What follows belongs to an exercise in optimizing a design on an open flow for small area; a production flow would make more cautious choices. The RTL was checked by simulation tests, not by an equivalence proof against the original design. No activity file was given, so power comes from the tool's default toggle rates. The clock port is modelled as an ideal driver; clocking choices that lean on that would not hold on a real chip.

$ cat flow/design.v
package pprd_pkg;
    localparam int SAMPLE_W   = 18;
    localparam int RATE_W     = 21;
    localparam int POS_W      = 32;
    localparam int HYST_W     = 18;
    localparam int SPM_W      = 16;
    localparam int CFG_IDX_W  = 2;
    localparam int CFG_DATA_W = 18;
    localparam int DEPTH      = 10;
    localparam logic [HYST_W-1:0] HYST_RESET = HYST_W'(300);
    localparam logic [SPM_W-1:0]  SPM_RESET  = SPM_W'(6000);
endpackage
module pprd_ring_mem #(
    parameter int LEN = 32
) (
    input  logic aclk,
    input  logic din,
    output logic dout
);
    logic [LEN-1:0] sr;
    always_ff @(posedge aclk) begin
        sr <= {din, sr[LEN-1:1]};
    end
    assign dout = sr[0];
endmodule
module pprd_divider (
    input  logic        aclk,
    input  logic        run,       
    input  logic [4:0]  ph,        
    input  logic [15:0] spm,
    input  logic        k10,       
    input  logic        dbit,      
    output logic        qstep,     
    output logic        qbit,
    output logic        done       
);
    logic [4:0] stp;
    logic       rtap, rin, rd, cy, sg, sk, ska, inw;
    logic       d1, d2, d3;
    logic       ph0, top, inw_e, act, sbit, a, b, cin, s;
    pprd_ring_mem #(.LEN(32)) u_rem (.aclk(aclk), .din(rin), .dout(rtap));
    always_comb begin
        ph0   = (ph == 5'd0);
        top   = ((ph ^ stp) == 5'd31);
        inw_e = ph0 | inw;
        act   = run & inw_e & !sk;
        sbit  = !ph[4] & spm[ph[3:0]];
        a     = run ? rd : (k10 ? d1 : sbit);
        b     = run ? (dbit ^ !sg) : (k10 ? d3 : d1);
        cin   = ph0 ? (run & !sg) : cy;
        s     = a ^ b ^ cin;
        rin   = (!run || act) ? s : rd;
        qstep = run & top;
        qbit  = act & !s;
        done  = run & (ph == 5'd31) & (stp == 5'd0);
    end
    always_ff @(posedge aclk) begin
        rd  <= (ph == 5'd31) ? rin : rtap;
        cy  <= (a & b) | (a & cin) | (b & cin);
        d1  <= sbit;
        d2  <= d1;
        d3  <= d2;
        inw <= inw_e & !top;
        ska <= (!ph0 & ska) | (dbit & (top | !inw_e));
        if (!run) begin
            stp <= 5'd31;
            sg  <= 1'b0;
            sk  <= 1'b1;
        end else begin
            if (act && top) sg <= s;
            if (ph == 5'd31) begin
                stp <= stp - 5'd1;
                sk  <= (!ph0 & ska) | (dbit & (top | !inw_e));
            end
        end
    end
endmodule
module pulse_peak_rate_detector_core #(
    parameter int RING_DEPTH = 10
) (
    input  logic                               aclk,
    input  logic                               aresetn,
    input  logic                               s_valid,
    output logic                               s_ready,
    input  logic [pprd_pkg::SAMPLE_W-1:0]      s_sample,
    output logic                               m_valid,
    input  logic                               m_ready,
    output logic [pprd_pkg::RATE_W-1:0]        m_rate,
    output logic [1:0]                         m_event_res,
    output logic [pprd_pkg::SAMPLE_W-1:0]      m_extreme_value,
    output logic                               m_falling_phase,
    input  logic                               cfg_wr_en,
    input  logic [pprd_pkg::CFG_IDX_W-1:0]     cfg_index,
    input  logic [pprd_pkg::CFG_DATA_W-1:0]    cfg_wdata
);
    localparam int SW = pprd_pkg::SAMPLE_W;
    typedef enum logic [2:0] {
        ST_INIT,    
        ST_IDLE,    
        ST_WAIT,    
        ST_INC,     
        ST_RING,    
        ST_ONE,     
        ST_DIV,
        ST_REST     
    } state_t;
    state_t                        st;
    logic [4:0]                    ph;
    logic [3:0]                    rel;
    logic [3:0]                    count;
    logic                          rising;
    logic [SW-1:0]                 ext;
    logic [pprd_pkg::HYST_W-1:0]   hyst;
    logic [pprd_pkg::SPM_W-1:0]    spm;
    logic                          evf;
    logic                          m_valid_reg;
    logic [pprd_pkg::RATE_W-2:0]   q;    
    logic                          cx, br, nz, nmx;
    logic                          ext0, hdef, sdef;    
    logic ph0, ph31, start, samp;
    logic ix_tap, ix_in, ix_nb, cx_eff;
    logic mp_tap, mp_in;
    logic rg_tap, rg_in, wr;
    logic span_f, sb, rest_f;
    logic cnt5, cnt12, div_run, qstep, qbit, div_done;
    logic xb, eb, hb, db, tb, ph18;
    logic bd, ce, pass_ok, ready, newx, event_hit;
    assign ph0  = (ph == 5'd0);
    assign ph31 = (ph == 5'd31);
    assign s_ready = aresetn && ready && (st == ST_IDLE) && (!m_valid_reg || m_ready);
    assign start   = s_ready && s_valid;
    assign samp    = (st == ST_INC);
    always_comb begin
        ph18 = (ph == 5'd18);
        xb   = s_sample[ph];
        eb   = !ext0 & ext[ph];
        hb   = hdef ? pprd_pkg::HYST_RESET[ph] : hyst[ph];
        db   = eb ^ xb ^ (!ph0 & bd);
        tb   = db ^ !rising;
    end
    always_ff @(posedge aclk) begin
        bd <= (!eb & (xb | (!ph0 & bd))) | (xb & !ph0 & bd);
        ce <= (tb & !hb) | ((ph0 ? !rising : ce) & (tb | !hb));
        if (ph18) begin
            newx      <= rising ? bd : !bd;
            event_hit <= (rising ? !bd : bd) & ce;
        end
    end
    always_ff @(posedge aclk) begin
        if (!aresetn || start) begin
            ready   <= 1'b0;
            pass_ok <= 1'b0;
        end else begin
            pass_ok <= ph0 ? s_valid : pass_ok;
            if (ph18 && pass_ok) ready <= 1'b1;
        end
    end
    assign cx_eff = ph0 | cx;
    assign ix_nb  = ix_tap ^ (samp & cx_eff);
    assign ix_in  = (st != ST_INIT) & ix_nb;
    always_comb begin
        if (st == ST_INIT)    mp_in = 1'b0;
        else if (samp && nmx) mp_in = ix_nb;
        else if (span_f)      mp_in = sb;
        else if (rest_f)      mp_in = rg_tap;
        else                  mp_in = mp_tap;
    end
    assign cnt5   = (count == 4'd5);
    assign cnt12  = (count == 4'd12);
    assign wr     = (st == ST_RING) && (rel == 4'd0);
    assign rg_in  = wr ? mp_tap : rg_tap;
    assign span_f = (wr && cnt12) || ((st == ST_ONE) && (rel == 4'd6));
    assign sb     = mp_tap ^ rg_tap ^ (!ph0 & br);
    assign rest_f = (st == ST_REST) && (rel == 4'd9);
    assign div_run = (st == ST_DIV);
    always_ff @(posedge aclk) begin
        if (!aresetn) begin
            ph <= '0;
        end else begin
            ph <= ph + 5'd1;
        end
    end
    always_ff @(posedge aclk) begin
        cx <= ix_tap & cx_eff;
        br <= (!mp_tap & (rg_tap | (!ph0 & br))) | (rg_tap & !ph0 & br);
        nz <= (!ph0 & nz) | sb;
    end
    always_ff @(posedge aclk) begin
        if (!aresetn) begin
            hdef <= 1'b1;
            sdef <= 1'b1;
        end else if (cfg_wr_en) begin
            if (cfg_index == 2'd0) hdef <= 1'b0;
            if (cfg_index == 2'd1) sdef <= 1'b0;
        end
        if (cfg_wr_en && aresetn) begin
            if (cfg_index == 2'd0) hyst <= cfg_wdata;
            if (cfg_index == 2'd1) spm  <= cfg_wdata[15:0];
        end
    end
    always_ff @(posedge aclk) begin
        if (!aresetn) begin
            st          <= ST_INIT;
            rel         <= '0;
            count       <= '0;
            rising      <= 1'b1;
            ext0        <= 1'b1;
            evf         <= 1'b0;
            m_valid_reg <= 1'b0;
        end else begin
            if (m_ready) m_valid_reg <= 1'b0;
            if (ph31 && !wr) rel <= (rel == 4'd9) ? 4'd0 : rel + 4'd1;
            unique case (st)
                ST_INIT: if (ph31) st <= ST_IDLE;
                ST_IDLE: if (start) begin
                    st  <= ph31 ? ST_INC : ST_WAIT;
                    evf <= event_hit;
                    nmx <= rising & newx;
                    if (newx) begin
                        ext0 <= 1'b0;
                    end else if (event_hit) begin
                        rising <= !rising;
                    end
                    if (rising && event_hit && count != 4'd12) begin
                        count <= count + 4'd1;
                    end
                end
                ST_WAIT: if (ph31) st <= ST_INC;
                ST_INC: if (ph31) begin
                    if (evf && !rising) begin
                        st <= ST_RING;
                    end else begin
                        m_valid_reg <= 1'b1;
                        st <= ST_IDLE;
                    end
                end
                ST_RING: if (wr && ph31) begin
                    if (cnt5) begin
                        st <= ST_ONE;
                    end else if (cnt12) begin
                        st <= (nz || sb) ? ST_DIV : ST_REST;
                    end else begin
                        m_valid_reg <= 1'b1;
                        st <= ST_IDLE;
                    end
                end
                ST_ONE: if (span_f && ph31) begin
                    st <= (nz || sb) ? ST_DIV : ST_REST;
                end
                ST_DIV: if (div_done) begin
                    st <= ST_REST;
                end
                ST_REST: if (rest_f && ph31) begin
                    m_valid_reg <= 1'b1;
                    st <= ST_IDLE;
                end
                default: st <= ST_IDLE;
            endcase
        end
    end
    always_ff @(posedge aclk) begin
        if (start && newx) ext <= s_sample;
    end
    always_ff @(posedge aclk) begin
        if (samp || qstep) begin
            q <= {q[pprd_pkg::RATE_W-3:0], qbit};
        end
    end
    assign m_valid         = m_valid_reg;
    assign m_rate          = {1'b0, q};
    assign m_event_res     = {evf & rising, evf & !rising};
    assign m_extreme_value = evf ? ext : '0;
    assign m_falling_phase = !rising;
    pprd_ring_mem #(.LEN(32)) u_ix (.aclk(aclk), .din(ix_in), .dout(ix_tap));
    pprd_ring_mem #(.LEN(32)) u_mp (.aclk(aclk), .din(mp_in), .dout(mp_tap));
    pprd_ring_mem #(.LEN(32 * RING_DEPTH)) u_ring (.aclk(aclk), .din(rg_in), .dout(rg_tap));
    pprd_divider u_div (
        .aclk  (aclk),
        .run   (div_run),
        .ph    (ph),
        .spm   (sdef ? pprd_pkg::SPM_RESET : spm),
        .k10   (!cnt5),
        .dbit  (mp_tap),
        .qstep (qstep),
        .qbit  (qbit),
        .done  (div_done)
    );
endmodule
$ cat flow/flow/run.sh
#!/bin/bash
# Layout flow: the standard ORFS flow (standard.sh) with two changes:
#  - the port buffers that global placement inserts are the smallest buffer
#    (buf_1) rather than the resizer's default choice;
#  - clock tree synthesis uses clkbuf_16 with sink clusters of up to 35 and no
#    dummy loads at the leaves.
# make's output goes to flow.log here; ORFS keeps each step's log under orfs/logs.
set -euo pipefail
export BUFFER_PORTS_ARGS="-buffer_cell sky130_fd_sc_hd__buf_1"
export CTS_ARGS="-sink_clustering_enable -repair_clock_nets -sink_clustering_size 34 -sink_clustering_max_diameter 100 -buf_list sky130_fd_sc_hd__clkbuf_16 -root_buf sky130_fd_sc_hd__clkbuf_8 -dont_use_dummy_load"
bash standard.sh > flow.log 2>&1
$ cat flow/standard.sh
#!/bin/bash
# synth_recipe.tcl (not shown) runs the flow's synth.tcl, then flattens the netlist and writes it again
# the make line also repeats each setting of config.mk as NAME=value (left out here)
make -C /OpenROAD-flow-scripts/flow DESIGN_CONFIG=/design/flow/config.mk WORK_HOME=/design/flow/orfs CLKGATE_MAP_FILE= SYNTH_SCRIPT=/design/flow/synth_recipe.tcl "${@:-finish}"
$ cat flow/config.mk
export PLATFORM = sky130hd
export DESIGN_NAME = pulse_peak_rate_detector_core
export DESIGN_NICKNAME = pulse_peak_rate_detector_core
export VERILOG_FILES = /design/flow/design.v
export SDC_FILE = /design/flow/constraint.sdc
export NUM_CORES = 4
export LEC_CHECK = 0
export CAP_MARGIN = 20
export CORE_MARGIN = 2
export CORE_UTILIZATION = 60
export SLEW_MARGIN = 20
$ cat flow/constraint.sdc
create_clock -name core_clock -period 7.5 [get_ports {aclk}]
set_input_delay 1.5000 -clock core_clock [delete_from_list [all_inputs] [get_ports {aclk}]]
set_output_delay 1.5000 -clock core_clock [all_outputs]
set_load 0.01 [all_outputs]
==> results of run 1 <==
-- Yosys cell counts (all sizes together), types with 3 or more instances --
| master | count |
|---|---|
| edfxtp | 75 |
| o31ai | 4 |
| mux4 | 4 |
| nor2 | 21 |
| nand3 | 21 |
| nand3b | 3 |
| nand2 | 35 |
| nand2b | 7 |
| buf | 12 |
| nor2b | 19 |
| a21boi | 3 |
| a2111oi | 3 |
| nor4b | 3 |
| mux2i | 20 |
| nor4 | 5 |
| and2 | 30 |
| a211oi | 4 |
| and3 | 3 |
| ha | 9 |
| inv | 12 |
| dfxtp | 459 |
| nor3 | 13 |
| o21ai | 24 |
| mux2 | 8 |
| xnor2 | 13 |
| xor2 | 7 |
| a21oi | 21 |
| clkbuf | 16 |
-- logic make-up (layout without fill, tap and decap cells) --
kind of cell | count (synthesis) | in the layout | share of synthesized area (%)
multiplexers | 32 | 32 | 2.74
flip-flops | 534 | 534 | 82.6
AND/OR/NAND/NOR | 175 | 175 | 6.98
adder cells (fa/ha/maj) | 11 | 11 | 1.03
other | 1 | 2 | 0.0271
buffers and inverters | 40 | 118 | 1.27
XOR/XNOR | 20 | 20 | 1.32
AO/OA/AOI/OAI | 83 | 83 | 4.06
-- layout make-up --
type	instances	area, µm²
clock buffer	19	442
antenna	1	2.50
multi-input combinational	322	2260
sequential	534	11400
tap	285	357
fill	1644	7750
timing repair buffer	87	338
inverter	12	45.0
-- metrics by stage --
| step | util, % | instances | power [µW] | setup slack [ns] | hold slack, ns |
|---|---|---|---|---|---|
| 6_report | 65.8 | 1260 | 4230 | 3.50 | 0.320 |
| 5_1_grt | 65.8 | 1260 | 4370 | 3.38 | 0.321 |
| 3_3_place_gp | 63.7 | 1239 | 3130 | 3.58 | 0.310 |
| 2_1_floorplan | - | 896 | 3100 | 3.64 | 0.310 |
| 4_1_cts | 65.7 | 1258 | 4260 | 3.49 | 0.310 |
| 3_5_place_dp | 63.7 | 1239 | 3130 | 3.50 | 0.312 |
-- final timing paths --
kind                  startpoint        endpoint  slack (ns)  depth (start not counted)
setup / recovery         aresetn         s_ready        3.50                          5
hold / removal    u_ring.sr[216]  u_ring.sr[215]        0.32                          0
setup reg to reg           ph[0]        u_div.rd        3.83                         10
hold reg to reg   u_ring.sr[216]  u_ring.sr[215]        0.32                          0
-- metal layers --
layer,GRT usage [%],up-vias,part of all wire [%],wire length [µm]
li1,-,3162,-,-
met1,23.3,2990,50,9390
met2,25.0,97,45,8450
met5,0,-,0,0
met3,2.25,31,3.0,568
met4,5.11,0,2.8,524
-- report_power, final --
| part | internal (µW) | switching, µW | leakage (µW) |
|---|---|---|---|
| clock network | 422 | 734 | 0.000219 |
| registers | 2950 | 32.4 | 0.00432 |
| logic | 41.6 | 44.2 | 0.000963 |
-- worst max-delay path, delay by kind of cell --
family        cells  cell delay [ns]
simple gates      2             0.42
buf+inv           3             0.58
-- placed cells by master, fill, tap and decap left out, drive strengths merged, types with 4 or more instances in the layout --
master	count
dfxtp	459
buf	87
edfxtp	75
nand2	35
and2	30
o21ai	24
nand3	21
nor2	21
a21oi	21
mux2i	20
nor2b	19
clkbuf	19
xnor2	13
nor3	13
inv	12
ha	9
mux2	8
nand2b	7
xor2	7
nor4	5
o31ai	4
mux4	4
a211oi	4
==> flow_summary.ini, run 1 <==
[hold_path]
hp-class = reg2reg

[yosys]
synth.top_cell.area_share_pct = 66.3
synth_flop_cell = dfxtp_1
synth.distinct_cells = 68
synth_seq_cells = 534
synth-seq-area-share_pct = 82.6
ys_top_cells_by_area = dfxtp_1, edfxtp_1, mux2i_1
ys_warn_count = 4
synth.cell_area_um2 = 13900
synth_edf_count = 75
synthCells = 896
synth-async-reset-ratio_pct = 0
synth_fp_nets = 949
synth_top_cell_by_area = dfxtp_1
syn_avg_cell_area_um2 = 15.5

[cts]
cts_buffer_depth = 3
holdBufCountCts = 0
clock_tree.root_cell = clkbuf_8
postCtsResizedCells = 0
clock_latency_ns = 0.59
clk_transition_reported_paths_ns = 0.11
htreeDepth = 1
cts_tree = built
cts_sinks = 534
cts_setup_buffers = 0
cts_buffers = 19

[worst_setup_path]
startpoint_type = input port
critPathMaxFanout = 26
cp_cell_sequence = buf_1 > buf_4 > nand2_1 > nor4_1 > buf_1
endpoint_kind = primary output
path_common_cell = buf_1
crit_path_max_incr_delay_ns = 0.30
critPathKind = in2out
cp.required_ns = 6.00
worstPathArrival_ns = 2.50
cpMaxStageDelayCell = nor4_1

[drt]
wl_per_cell_um = 15.0
wl_um = 18900
drc = 0
ant_nets = 0
vias = 6280
viasPerCell = 4.98
drtPass1Iterations = 4
drtIter0Drc = 340

[cells_and_area]
num-nets-final = 1029
stdcell_area_um2 = 14900
drive_above_1_share_pct = 5.34
area_delta_synth_final_pct = 7.44
regMostFlops = u_ring.sr
largest_reg_flops = 320

[global_routing]
grt_max_degree = 41
gr-total-overflow = 0
grt_pass1_vias = 6354
grt_pass1_wl_um = 31700
grt_usage_pct = 16.0
antenna_found_initial = 1

[placed_design]
place_area_um2 = 14400
place.gp.congestion = 0.825
portBuffers = 85
hpwl_um = 11800

[sta]
slew_headroom_pct = 30.4
report.final.slew_viol_count = 0
tns_ns = 0
setup_viol_count_final = 0
finalClockSkew_ns = 0.0395
hold_viol = 0
max_freq_ghz = 0.250
post-route-period-util_pct = 53.3
worstMarginPinSlew_ns = 1.03
rsz0062_at_grt = no
layout_min_cycle_time_ns = 4.00

[die]
die_area_um2 = 24300
ios = 87
die_w_um = 156
start_util_pct = 61.2
fp.dieH_um = 156
core_area_um2 = 22600
rows = 55

[power]
p_leak_uw = 0.00550
power-per-cell-area_nw_per_um2 = 284
ir_drop_uv = 220

[outcome]
status = no timing/DRC/antenna violations

[job]
drv_cap = 0
==> inputs of run 2 (changes only) <==
--- a/flow/flow/run.sh
+++ b/flow/flow/run.sh
@@ -9,3 +9,3 @@
 export BUFFER_PORTS_ARGS="-buffer_cell sky130_fd_sc_hd__buf_1"
-export CTS_ARGS="-sink_clustering_enable -repair_clock_nets -sink_clustering_size 34 -sink_clustering_max_diameter 100 -buf_list sky130_fd_sc_hd__clkbuf_16 -root_buf sky130_fd_sc_hd__clkbuf_8 -dont_use_dummy_load"
+export CTS_ARGS="-sink_clustering_enable -repair_clock_nets -sink_clustering_size 32 -sink_clustering_max_diameter 100 -buf_list sky130_fd_sc_hd__clkbuf_4 -sink_clustering_buffer sky130_fd_sc_hd__clkbuf_16 -root_buf sky130_fd_sc_hd__clkbuf_4 -dont_use_dummy_load"
 bash standard.sh > flow.log 2>&1
==> flow_summary.ini, run 2 <==
[outcome]
status = no timing/DRC/antenna violations

[drt]
viasPerCell = 5.00
wl_per_cell_um = 15.0
wl_um = 18900
vias = 6315
ant_nets = 0
drc = 0
drtIter0Drc = 354
drtPass1Iterations = 6

[yosys]
synth.cell_area_um2 = 13900
ys_top_cells_by_area = dfxtp_1, edfxtp_1, mux2i_1
synth.distinct_cells = 68
synth-seq-area-share_pct = 82.6
ys_top_cells_by_count = dfxtp_1, edfxtp_1, nand2_1, and2_1, o21ai_0
synth.most_common_cell = dfxtp_1
synth-async-reset-ratio_pct = 0
synthCells = 896
synth_seq_cells = 534
synth_top_cell_by_area = dfxtp_1
ys_warn_count = 4
synth_edf_count = 75
syn_avg_cell_area_um2 = 15.5
synth_fp_nets = 949
synth.top_cell.area_share_pct = 66.3
synth_flop_cell = dfxtp_1

[worst_setup_path]
worstPathArrival_ns = 2.49
critPathMaxFanout = 26
startpoint_type = input port
endpoint_kind = primary output
r2r_slack_ns = 3.85
r2r.worst_path.cells = 10
timing.rr.start = ph[0]
critPathKind = in2out
cp.required_ns = 6.00
reg2reg_to = u_div.rd

[sta]
report.final.slew_viol_count = 0
post-route-period-util_pct = 53.2
max_freq_ghz = 0.251
tns_ns = 0
worstMarginPinSlew_ns = 1.07
layout_min_cycle_time_ns = 3.99
rsz0062_at_grt = no
hold_viol = 0
slew_headroom_pct = 28.0
setup_viol_count_final = 0
finalClockSkew_ns = 0.0638

[cells_and_area]
final_cell_mix = dfxtp_1, buf_1, edfxtp_1
final_common_cell = dfxtp_1
regMostFlops = u_ring.sr
n_fill_cell = 1645
multi_input_area_um2 = 2260
area_delta_synth_final_pct = 7.50
num-nets-final = 1030
largest_reg_flops = 320
ff_latch_area_um2 = 11400
drive_above_1_share_pct = 5.44

[placed_design]
portBuffers = 85
hpwl_um = 11800
place.gp.congestion = 0.825

[global_routing]
grt_pass1_wl_um = 31700
antenna_found_initial = 2
grt_pass1_vias = 6368
grt_usage_pct = 16.0
grt_max_degree = 41
gr-total-overflow = 0

[die]
die_w_um = 156
core_area_um2 = 22600
start_util_pct = 61.2
ios = 87
fp.dieH_um = 156
rows = 55
die_area_um2 = 24300

[cts]
cts_buffers = 20
cts_setup_buffers = 0
cts_sinks = 534
cts_tree = built
htreeDepth = 1
postCtsResizedCells = 0
holdBufCountCts = 0
clk_transition_reported_paths_ns = 0.11
cts_buffer_depth = 3
clock_tree.root_cell = clkbuf_4
clock_latency_ns = 0.76

[hold_path]
hp-start = u_ix.sr[30]
worstHoldPathCells = 0
whs_endpoint = u_ix.sr[29]
hp-class = reg2reg

[power]
p_leak_uw = 0.00550
ir_drop_uv = 248
p_total_uw = 4230
power-per-cell-area_nw_per_um2 = 284

[job]
drv_cap = 0
## run 2: changes by cell type in the layout (fill, tap and decap cells not counted), sizes merged
cell / delta
clkbuf: +1
diode: +1
## run 2: layout make-up
| class | instances | area share, % |
|---|---|---|
| tap | 285 | 2.39 |
| timing repair buffer | 87 | 2.27 |
| multi-input combinational | 322 | 15.2 |
| clock buffer | 20 | 3.01 |
| sequential | 534 | 76.8 |
| antenna | 2 | 0.0336 |
| inverter | 12 | 0.302 |
## run 2: worst max path at each step
stage / to / slack, ns / cells past startpoint / from
floorplan: hyst[0] / 3.64 / 1 / cfg_index[1]
global placement: s_ready / 3.58 / 5 / aresetn
detailed placement: s_ready / 3.50 / 5 / aresetn
CTS: s_ready / 3.49 / 5 / aresetn
global route: s_ready / 3.38 / 5 / aresetn
finish: s_ready / 3.51 / 5 / aresetn
## run 2: per-layer routing
metal	up-vias	routed length, µm	track usage [%]
met3	30	524	2.33
met2	86	8470	25.2
li1	3160	-	-
met5	-	0	0
met1	3039	9420	23.2
met4	0	535	4.98
## run 2: kinds of logic (layout without fill, tap and decap cells)
kind of cell | Yosys count | count (layout) | share of synthesized area, %
multiplexers | 32 | 32 | 2.74
adder cells (fa/ha/maj) | 11 | 11 | 1.03
buffers and inverters | 40 | 119 | 1.27
XOR/XNOR | 20 | 20 | 1.32
AND/OR/NAND/NOR | 175 | 175 | 6.98
flip-flops | 534 | 534 | 82.6
AO/OA/AOI/OAI | 83 | 83 | 4.06
other | 1 | 3 | 0.0271
## run 2: report_power, final
group | switching [µW] | internal, µW
Sequential | 31.9 | 2950
Clock | 741 | 421
Combinational | 44.2 | 41.6
Total | 817 | 3410
## run 2: per-stage QoR
| stage | utilization, % | instances | hold slack [ns] | area [µm²] | worst slack (ns) |
|---|---|---|---|---|---|
| after floorplan | - | 896 | 0.310 | 13900 | 3.64 |
| after global placement | 63.7 | 1239 | 0.310 | 14400 | 3.58 |
| after detailed placement | 63.7 | 1239 | 0.312 | 14400 | 3.50 |
| after CTS | 65.7 | 1259 | 0.255 | 14900 | 3.49 |
| after global routing | 65.8 | 1262 | 0.283 | 14900 | 3.38 |
| final | 65.8 | 1262 | 0.271 | 14900 | 3.51 |
## run 2: worst max-delay path, stage by stage
cell     delay (ns)
buf_1          0.08
buf_4          0.26
nand2_1        0.12
nor4_1         0.29
buf_1          0.23
==> inputs of run 3 (changes only) <==
==> flow/flow/run.sh (replaced) <==
#!/bin/bash
# Layout flow: the standard ORFS flow (standard.sh) with two changes:
#  - the port buffers that global placement inserts are the smallest buffer
#    (buf_1) rather than the resizer's default choice;
#  - clock tree synthesis uses clkbuf_16 with sink clusters of up to 32, a
#    clkbuf_8 at the root, and no
#    dummy loads at the leaves.
# make's output goes to flow.log here; ORFS keeps each step's log under orfs/logs.
set -euo pipefail
export BUFFER_PORTS_ARGS="-buffer_cell sky130_fd_sc_hd__buf_1"
export CTS_ARGS="-sink_clustering_enable -repair_clock_nets -sink_clustering_size 32 -sink_clustering_max_diameter 100 -buf_list sky130_fd_sc_hd__clkbuf_16 -root_buf sky130_fd_sc_hd__clkbuf_8 -dont_use_dummy_load"
bash standard.sh > flow.log 2>&1
==> flow_summary.ini, run 3 <==
[outcome]
status = no timing/DRC/antenna violations

[die]
die_w_um = 156
fp.dieH_um = 156
ios = 87
start_util_pct = 61.2
rows = 55
die_area_um2 = 24300
core_area_um2 = 22600

[placed_design]
portBuffers = 85
hpwl_um = 11800
place.gp.congestion = 0.825
pre_cts_ws_ns = 3.50

[global_routing]
use_met3_pct = 2.17
grt_pass1_vias = 6374
use_met1_pct = 23.2
grt_usage_pct = 15.9
grt_max_degree = 41
grt_pass1_wl_um = 31700
use_met2_pct = 25.2
busiest_layer = met2
gr-total-overflow = 0
antenna_found_initial = 1

[cells_and_area]
num-nets-final = 1030
drive_above_1_share_pct = 5.44
regMostFlops = u_ring.sr
final_cell_mix = dfxtp_1, buf_1, edfxtp_1
largest_reg_flops = 320
multi_input_area_um2 = 2260
final_common_cell = dfxtp_1
area_delta_synth_final_pct = 7.62
n_fill_cell = 1639
ff_latch_area_um2 = 11400
final_util_pct = 65.9

[drt]
drc = 0
wl_per_cell_um = 15.0
wl_um = 18900
viasPerCell = 5.00
drtIter0Drc = 349
drtPass1Iterations = 5
ant_nets = 0
vias = 6303

[sta]
slew_headroom_pct = 27.5
max_freq_ghz = 0.251
fin_ws_ns = 3.51
rsz0062_at_grt = no
tns_ns = 0
hold_viol = 0
layout_min_cycle_time_ns = 3.99
worstMarginPinSlew_ns = 1.07
finalClockSkew_ns = 0.0549
post-route-period-util_pct = 53.2
setup_viol_count_final = 0
report.final.slew_viol_count = 0

[yosys]
synth.cell_area_um2 = 13900
ys_top_cells_by_count = dfxtp_1, edfxtp_1, nand2_1, and2_1, o21ai_0
synth.top_cell.area_share_pct = 66.3
synth-async-reset-ratio_pct = 0
ys_top_cells_by_area = dfxtp_1, edfxtp_1, mux2i_1
synth.distinct_cells = 68
synth.most_common_cell = dfxtp_1
synth_fp_nets = 949
synth_edf_count = 75
synth_top_cell_by_area = dfxtp_1
synthCells = 896
synth_seq_cells = 534
syn_avg_cell_area_um2 = 15.5
ys_warn_count = 4
synth-seq-area-share_pct = 82.6
synth_flop_cell = dfxtp_1

[hold_path]
hp-class = reg2reg

[cts]
cts_sinks = 534
clock_tree.root_cell = clkbuf_8
htreeDepth = 1
clock_latency_ns = 0.60
cts_buffer_depth = 3
holdBufCountCts = 0
cts_tree = built
postCtsResizedCells = 0
cts_buffers = 20
clk_transition_reported_paths_ns = 0.11
cts_setup_buffers = 0

[worst_setup_path]
startpoint_type = input port
critPathKind = in2out
cp.required_ns = 6.00
worstPathArrival_ns = 2.49
endpoint_kind = primary output
r2r_slack_ns = 3.84
critPathMaxFanout = 26

[power]
clkPwrFrac_pct = 27.8
p_leak_uw = 0.00551
power_switching_uw = 815
p_total_uw = 4250
power-per-cell-area_nw_per_um2 = 285
comb_power_share_pct = 2.0
ir_drop_uv = 249
seqPwrFrac_pct = 70.2
sw_frac_of_total_pct = 19.2
p_int_uw = 3440

[job]
drv_cap = 0
run 3: path summary, 6_finish.rpt:
check              start           to  cells past startpoint
max              aresetn      s_ready                      5
min          u_ix.sr[30]  u_ix.sr[29]                      0
max reg2reg        ph[0]     u_div.rd                     10
min reg2reg  u_ix.sr[30]  u_ix.sr[29]                      0
run 3: cell type report:
class / instances / area share (%)
Clock buffer: 20 / 3.13
Antenna cell: 1 / 0.0168
Tap cell: 285 / 2.39
Sequential cell: 534 / 76.7
Multi-Input combinational cell: 322 / 15.2
Inverter: 12 / 0.302
Timing Repair Buffer: 87 / 2.27
run 3: logic make-up (layout without fill, tap and decap cells):
kind of cell    count (synthesis)  count (layout)  synth area share [%]
other cells                     1               2                0.0271
fa+ha+maj                      11              11                  1.03
buf+inv                        40             119                  1.27
mux                            32              32                  2.74
flops                         534             534                  82.6
simple gates                  175             175                  6.98
compound gates                 83              83                  4.06
xor+xnor                       20              20                  1.32
run 3: metrics by stage:
step	hold WS, ns	instances	cell area (µm²)
2_1_floorplan	0.310	896	13900
3_3_place_gp	0.310	1239	14400
3_5_place_dp	0.312	1239	14400
4_1_cts	0.282	1259	14900
5_1_grt	0.291	1261	14900
6_report	0.279	1261	14900
run 3: power by group through the flow:
stage / Sequential, µW / Combinational, µW / Clock, µW
after floorplan: 3030 / 72.1 / 0
after global placement: 3050 / 83.1 / 0
after detailed placement: 3050 / 85.8 / 0
after CTS: 2980 / 86.4 / 1220
after global routing: 2990 / 97.5 / 1310
final: 2980 / 86.0 / 1180
run 3: worst max-delay path, cell delays in order:
cell     delay (ns)
buf_1          0.08
buf_4          0.26
nand2_1        0.12
nor4_1         0.29
buf_1          0.24
run 3: layer usage:
metal / wire, µm / up-vias / part of all wire, %
met5: 0 / - / 0
met1: 9410 / 3027 / 50
met4: 498 / 0 / 2.6
met3: 516 / 29 / 2.7
li1: - / 3160 / -
met2: 8510 / 87 / 45
==> inputs of run 4 (changes only) <==
--- a/flow/design.v
+++ b/flow/design.v
@@ -47,4 +47,4 @@
         sbit  = !ph[4] & spm[ph[3:0]];
-        a     = run ? rd : (k10 ? d1 : sbit);
-        b     = run ? (dbit ^ !sg) : (k10 ? d3 : d1);
+        a     = run ? rd : d1;
+        b     = run ? (dbit ^ !sg) : (k10 ? d3 : sbit);
         cin   = ph0 ? (run & !sg) : cy;
@@ -117,3 +117,3 @@
     logic [pprd_pkg::RATE_W-2:0]   q;    
-    logic                          cx, br, nz, nmx;
+    logic                          cb, nz, nmx;    
     logic                          ext0, hdef, sdef;    
@@ -157,3 +157,3 @@
     end
-    assign cx_eff = ph0 | cx;
+    assign cx_eff = ph0 | cb;
     assign ix_nb  = ix_tap ^ (samp & cx_eff);
@@ -172,3 +172,3 @@
     assign span_f = (wr && cnt12) || ((st == ST_ONE) && (rel == 4'd6));
-    assign sb     = mp_tap ^ rg_tap ^ (!ph0 & br);
+    assign sb     = mp_tap ^ rg_tap ^ (!ph0 & cb);
     assign rest_f = (st == ST_REST) && (rel == 4'd9);
@@ -183,4 +183,4 @@
     always_ff @(posedge aclk) begin
-        cx <= ix_tap & cx_eff;
-        br <= (!mp_tap & (rg_tap | (!ph0 & br))) | (rg_tap & !ph0 & br);
+        if (samp) cb <= ix_tap & cx_eff;
+        else      cb <= (!mp_tap & (rg_tap | (!ph0 & cb))) | (rg_tap & !ph0 & cb);
         nz <= (!ph0 & nz) | sb;
==> flow_summary.ini, run 4 <==
[outcome]
status = no timing/DRC/antenna violations

[global_routing]
grt_pass1_vias = 6360
antenna_found_initial = 0
grt_usage_pct = 16.5
grt_max_degree = 41
grt_pass1_wl_um = 32300
gr-total-overflow = 0

[cells_and_area]
final_util_pct = 65.7
regMostFlops = u_ring.sr
area_delta_synth_final_pct = 7.61
num-nets-final = 1026
final_cell_mix = dfxtp_1, buf_1, edfxtp_1
stdcell_area_um2 = 14900
drive_above_1_share_pct = 4.43
final_common_cell = dfxtp_1
antennaDiodeCount = 0
largest_reg_flops = 320
n_fill_cell = 1646
finalNonFillerCells = 1256

[worst_setup_path]
endpoint_kind = primary output
timing.rr.start = ph[0]
startpoint_type = input port
r2r_slack_ns = 3.68
r2r.worst_path.cells = 10
cp.required_ns = 6.00
critPathMaxFanout = 27
worstPathArrival_ns = 2.36
critPathKind = in2out
reg2reg_to = u_div.sg

[placed_design]
hpwl_um = 12400
place.gp.congestion = 0.819
dpl.cell_count = 1236
pre_cts_ws_ns = 3.62
place_area_um2 = 14400
portBuffers = 85

[drt]
vias = 6294
drtPass1Iterations = 4
wl_per_cell_um = 15.8
wl_um = 19800
routed-wl-met3_um = 645
drtIter0Drc = 350
viasPerCell = 5.01
wirelength_met1_um = 9530
drc = 0
route.met2.wl_um = 9150
highest_layer = met4
ant_nets = 0

[sta]
slew_headroom_pct = 31.4
max_freq_ghz = 0.259
setup_viol_count_final = 0
report.final.slew_viol_count = 0
worstMarginPinSlew_ns = 1.03
finalClockSkew_ns = 0.0591
fin_ws_ns = 3.64
hold_viol = 0
tns_ns = 0
post-route-period-util_pct = 51.5
rsz0062_at_grt = no
layout_min_cycle_time_ns = 3.86

[cts]
cts_buffers = 20
cts_buffer_depth = 3
postCtsResizedCells = 0
clock_tree.root_cell = clkbuf_8
holdBufCountCts = 0
htreeDepth = 1
cts_setup_buffers = 0
cts_tree = built
cts_sinks = 533
clk_transition_reported_paths_ns = 0.11
clock_latency_ns = 0.61

[hold_path]
whs_endpoint = u_ring.sr[275]
worstHoldPathCells = 0
hp-start = u_ring.sr[276]
hp-class = reg2reg

[die]
core_area_um2 = 22600
start_util_pct = 61.1
ios = 87
die_w_um = 156
die_area_um2 = 24300
fp.dieH_um = 156
rows = 55

[power]
ir_drop_uv = 221
power_switching_uw = 823
p_int_uw = 3430
clkPwrFrac_pct = 28.0
comb_power_share_pct = 2.0
power-per-cell-area_nw_per_um2 = 286
sw_frac_of_total_pct = 19.3
p_leak_uw = 0.00551
seqPwrFrac_pct = 69.9

[yosys]
synth-seq-area-share_pct = 82.6
ys_top_cells_by_area = dfxtp_1, edfxtp_1, mux2i_1
ys_warn_count = 4
synth.cell_area_um2 = 13800
synth.most_common_cell = dfxtp_1
syn_avg_cell_area_um2 = 15.5
synth.distinct_cells = 67
synth.top_cell.area_share_pct = 66.3
synth_top_cell_by_area = dfxtp_1
synth_fp_nets = 943
synthCells = 890
synth_flop_cell = dfxtp_1
synth_edf_count = 75
synth_seq_cells = 533
synth-async-reset-ratio_pct = 0
ys_top_cells_by_count = dfxtp_1, edfxtp_1, nand2_1, and2_1, o21ai_0

[job]
drv_cap = 0
## run 4: kinds of logic (layout without fill, tap and decap cells)
group                    after synthesis  after routing  share of synthesized area [%]
AO/OA/AOI/OAI                         83             83                           3.95
XOR/XNOR                              21             21                           1.38
adder cells (fa/ha/maj)               11             11                           1.03
buffers and inverters                 43            124                           1.47
flip-flops                           533            533                           82.6
multiplexers                          33             33                           2.89
other                                  1              1                         0.0271
AND/OR/NAND/NOR                      165            165                           6.68
## run 4: worst max-delay path by stage
stage	to	slack, ns	from
floorplan	hyst[0]	3.64	cfg_index[1]
global placement	s_ready	3.65	aresetn
detailed placement	s_ready	3.62	aresetn
CTS	s_ready	3.62	aresetn
global route	u_div.sg	3.35	ph[0]
finish	s_ready	3.64	aresetn
## run 4: cell type report
type                            instances  area (µm²)  area share [%]
Timing Repair Buffer                   88         345            2.32
Tap cell                              285         357            2.40
Sequential cell                       533       11400            76.7
Inverter                               16        60.1           0.403
Multi-Input combinational cell        314        2230            15.0
Clock buffer                           20         467            3.14
## run 4: per-layer routing
metal,global-route usage (%),vias up
met1,23.3,3006
met2,26.5,106
li1,-,3147
met5,0,-
met3,2.75,35
met4,5.11,0
## run 4: power groups by stage
stage                     combinational, µW  clock, µW  sequential, µW
after floorplan                        69.9          0            3020
after global placement                 82.2          0            3040
after detailed placement               85.6          0            3040
after CTS                              85.9       1230            2980
after global routing                   96.1       1330            2980
final                                  85.7       1190            2980
## run 4: critical path, stage by stage
cell     delay (ns)
buf_1          0.07
buf_4          0.26
and3b_1        0.22
and3b_1        0.16
buf_1          0.16
## run 4: metrics by stage
step	hold WS [ns]	total power [µW]
after floorplan	0.310	3090
after global placement	0.311	3120
after detailed placement	0.312	3130
after CTS	0.286	4290
after global routing	0.296	4410
final	0.295	4250

==> separate check: timing with driven ports <==
No port has a modelled driver above. Below, the same layouts with a new extraction and two added sets of constraints. Step 1 assumes that a clkbuf_16 drives the clock port and a buf_2 every other input. Step 2 moves the port delays by t, midway between the first and last clock arrival at a register: inputs arrive t later, outputs are due t later. That takes back most of the time a late clock gives input paths. Three values: no drivers, after step 1, after step 2; two values: the first two.
run	t (ns)	slack for setup (ns)	hold slack, ns	slew at the worst register clock pin (ns)
run 1	0.612	3.502 / 3.472 / 3.472	0.320 / 0.320 / 0.320	0.12 / 0.12
run 2	0.772	3.511 / 3.481 / 3.481	0.271 / 0.271 / 0.271	0.12 / 0.12
run 3	0.616	3.509 / 3.479 / 3.479	0.279 / 0.279 / 0.279	0.12 / 0.12
run 4	0.625	3.639 / 3.617 / 3.617	0.295 / 0.295 / 0.295	0.12 / 0.12
After both steps every run listed still meets setup and hold.
